Background: an optimization exercise with open tools, aiming at small area, a short achievable clock period and few clock cycles. Do not read the settings as production practice.
RTL that was checked went through simulation tests only; none was proved equivalent to the original.
Power and IR drop assume default switching activity.

// pipeCpu
module pipeCpu (
  input  logic               clock,
  input  logic               rstN,
  output logic [32-1:0] imemAddr,
  input  logic [31:0]        imemData,
  output logic [32-1:0] dmemAddr,
  output logic [32-1:0] dmemWdata,
  output logic [3:0]         dmemBe,
  output logic               dmemWe,
  input  logic [32-1:0] dmemRdata
);
For scale: roughly 4500 cells after synthesis, ~170 I/O pins, ~57000 sq um of cells after synthesis.
==> flow/config.mk <==
export PLATFORM = sky130hd
export DESIGN_NAME = pipeCpu
export DESIGN_NICKNAME = pipeCpu
export VERILOG_FILES = /design/flow/design.v
export SDC_FILE = /design/flow/constraint.sdc
export NUM_CORES = 4
export LEC_CHECK = 0
export CAP_MARGIN = 20
export CORE_MARGIN = 2
export CORE_UTILIZATION = 40
export CTS_BUF_LIST = sky130_fd_sc_hd__clkbuf_16
export CTS_CLUSTER_DIAMETER = 100
export CTS_CLUSTER_SIZE = 24
export SETUP_SLACK_MARGIN = 5
export SLEW_MARGIN = 60
export TNS_END_PERCENT = 10
==> flow/constraint.sdc <==
create_clock -name core_clock -period 9.0 [get_ports {clock}]
set_input_delay 1.8000 -clock core_clock [delete_from_list [all_inputs] [get_ports {clock}]]
set_output_delay 1.8000 -clock core_clock [all_outputs]
set_load 0.01 [all_outputs]
standard.sh (not shown) runs the stock make flow with config.mk's settings and CLKGATE_MAP_FILE= SYNTH_SCRIPT=/design/flow/synth_recipe.tcl, a recipe that flattens the netlist after the stock synthesis.
==> flow/flow/run.sh <==
#!/bin/bash
# The standard layout (standard.sh) with two changes:
#  - synthesis: Yosys does not extract full/half-adder cells (ADDER_MAP_FILE
#    empty), so ABC maps the design's parallel-prefix adders and comparator
#    as plain gates;
#  - every input and output port still gets its own buffer, but a buf_4
#    instead of the delay cell buffer_ports picks by default.
# The whole output of the flow goes to flow_run.log in the work folder; ORFS
# keeps each tool's own log under orfs/logs/.
set -euo pipefail
export ADDER_MAP_FILE=
export BUFFER_PORTS_ARGS="-buffer_cell sky130_fd_sc_hd__buf_4"
bash standard.sh finish > flow_run.log 2>&1
Rerun with:
--- a/flow/design.v
+++ b/flow/design.v
@@ -166,25 +166,25 @@
   input  logic               selOr,
   input  logic               selAnd,
   input  logic               arith,    
   output logic [32-1:0] sum,
   output logic [32-1:0] result,
   output logic               eq,
   output logic               lt,
   output logic               ltu
 );
   logic [32-1:0] shIn;
   logic [32-1:0] shOut;
   logic [32-1:0] shRev;
-  addFast #(.W(32)) adder (.a(a), .b(b), .cin(sub), .s(sum));  
+  addFast #(.W(32)) adder (.a(a), .b(b ^ {32{sub}}), .cin(sub), .s(sum));
   cmpFast cmp (.a(a), .b(b), .eq(eq), .lt(lt), .ltu(ltu));
   always_comb
   begin
     for (int i = 0; i < 32; i++)
       shIn[i] = selSll ? a[32-1-i] : a[i];
   end
   assign shOut = 32'($signed({arith & a[32-1], shIn}) >>> b[4:0]);
   always_comb
   begin
     for (int i = 0; i < 32; i++)
       shRev[i] = shOut[32-1-i];
   end
@@ -308,25 +308,25 @@
   logic [32-1:0] laneData;
   logic [3:0] byteEnables;
   logic [32-1:0] a;
   logic [32-1:0] b;
   logic [32-1:0] s;
   logic [32-1:0] sum;
   logic [32-1:0] aluResult;
   logic eq, lt, ltu;
   logic taken;
   logic mispredict;
   logic exWriteV, exLoadV, exStoreV, exBranchV;   
   assign a = exFwdA ? memRes : exA;
-  assign b = exFwdB ? (memRes ^ {32{exSub}}) : exUseImm ? {{(32-12){exImm[11]}}, exImm} : exS;
+  assign b = exFwdB ? memRes : exUseImm ? {{(32-12){exImm[11]}}, exImm} : exS;
   assign s = exFwdS ? wbData : exS;    
   alu exAlu (
     .a(a), .b(b), .sub(exSub),
     .selSum(exSum), .selSll(exSll), .selSlt(exSlt), .selSltu(exSltu),
     .selXor(exXor), .selSr(exSr), .selOr(exOr), .selAnd(exAnd), .arith(exArith),
     .sum(sum), .result(aluResult), .eq(eq), .lt(lt), .ltu(ltu)
   );
   assign exWriteV = exWrite && !squash;
   assign exLoadV = exLoad && !squash;
   assign exStoreV = exStoreOp && !squash;
   assign exBranchV = exBranch && !squash;
   assign taken = (exF3[2] ? (exF3[1] ? ltu : lt) : eq) ^ exF3[0];
@@ -439,25 +439,25 @@
     begin
       exWrite <= issue && (isR || isImm || isLoad) && rd != '0;
       exStoreOp <= issue && isStore;
       exBranch <= issue && isBranch && !trivial;
       exLoad <= issue && isLoad;
     end
   end
   always_ff @(posedge clock)
   begin
     exA <= rs1Data;
     exImm <= {instr[31:25], isStore ? instr[11:7] : instr[24:20]};
     exUseImm <= !(isR || isBranch);
-    exS <= isSub ? ~rs2Data : rs2Data;
+    exS <= rs2Data;
     exRd <= rd;
     exF3 <= f3;
     exPred <= predTaken;
     exAltPc <= predTaken ? seqPc : branchPc;
     exFwdA <= exWriteV && exRd == rs1;
     exFwdB <= exWriteV && exRd == rs2 && (isR || isBranch);
     exFwdS <= exWriteV && exRd == rs2 && isStore;
     exSum <= (isImm || isR) && f3 == 3'b000 || isLoad || isStore;
     exSub <= isSub;
     exSll <= (isR || isImm) && f3 == 3'b001;
     exSlt <= (isR || isImm) && f3 == 3'b010;
     exSltu <= (isR || isImm) && f3 == 3'b011;
What happened:
- The changed run passed the timing, DRC and antenna checks
- total power decreases by 0.41%
- worst hold slack loses 0.0066 ns
- die area climbs by 0.53%
- routed wire length went up by 0.47%
- global-route usage climbs by 0.11 points
- register-to-register slack loses 0.08 ns
- via count grows by 1.9%
- final cell count grows by 1.4%
- synthesized cell count rises by 2.2%
- combinational power grows by about 4%
- sequential power stays flat
- sequential cell count stays the same
- synthesized area goes up by 0.53%
Testbench counts after the change, summed over its fixed seeds: cycles 42,780.
The RTL of the first run of this note was laid out without a check of its function.

[re-timing with driven ports]
In the flow no input, the clock included, has a driving cell. The finished layouts below were timed again as built, in two steps.
Step 1, drivers: a clkbuf_16 drives clock and a buf_2 each remaining input, both assumed.
Step 2 also shifts input and output timing later by t, the mid clock arrival at the registers, as if the neighbouring blocks saw the same clock.
Three values: ideal, step 1, step 2; two values: the first two.
run	t, ns	slack for setup (ns)	hold slack, ns	slew at the worst register clock pin (ns)	worst slew at a driven data input, ns
the first run	0.822	4.753 / 4.806 / 3.984	0.335 / 0.335 / 0.335	0.11 / 0.11	0.04
the second run	0.818	4.893 / 4.893 / 4.146	0.328 / 0.328 / 0.328	0.12 / 0.12	0.11
After both steps every run listed still meets setup and hold. For the first run, which loses most, drivers alone change the setup slack by +0.053 ns; drivers and shift together by -0.769 ns.
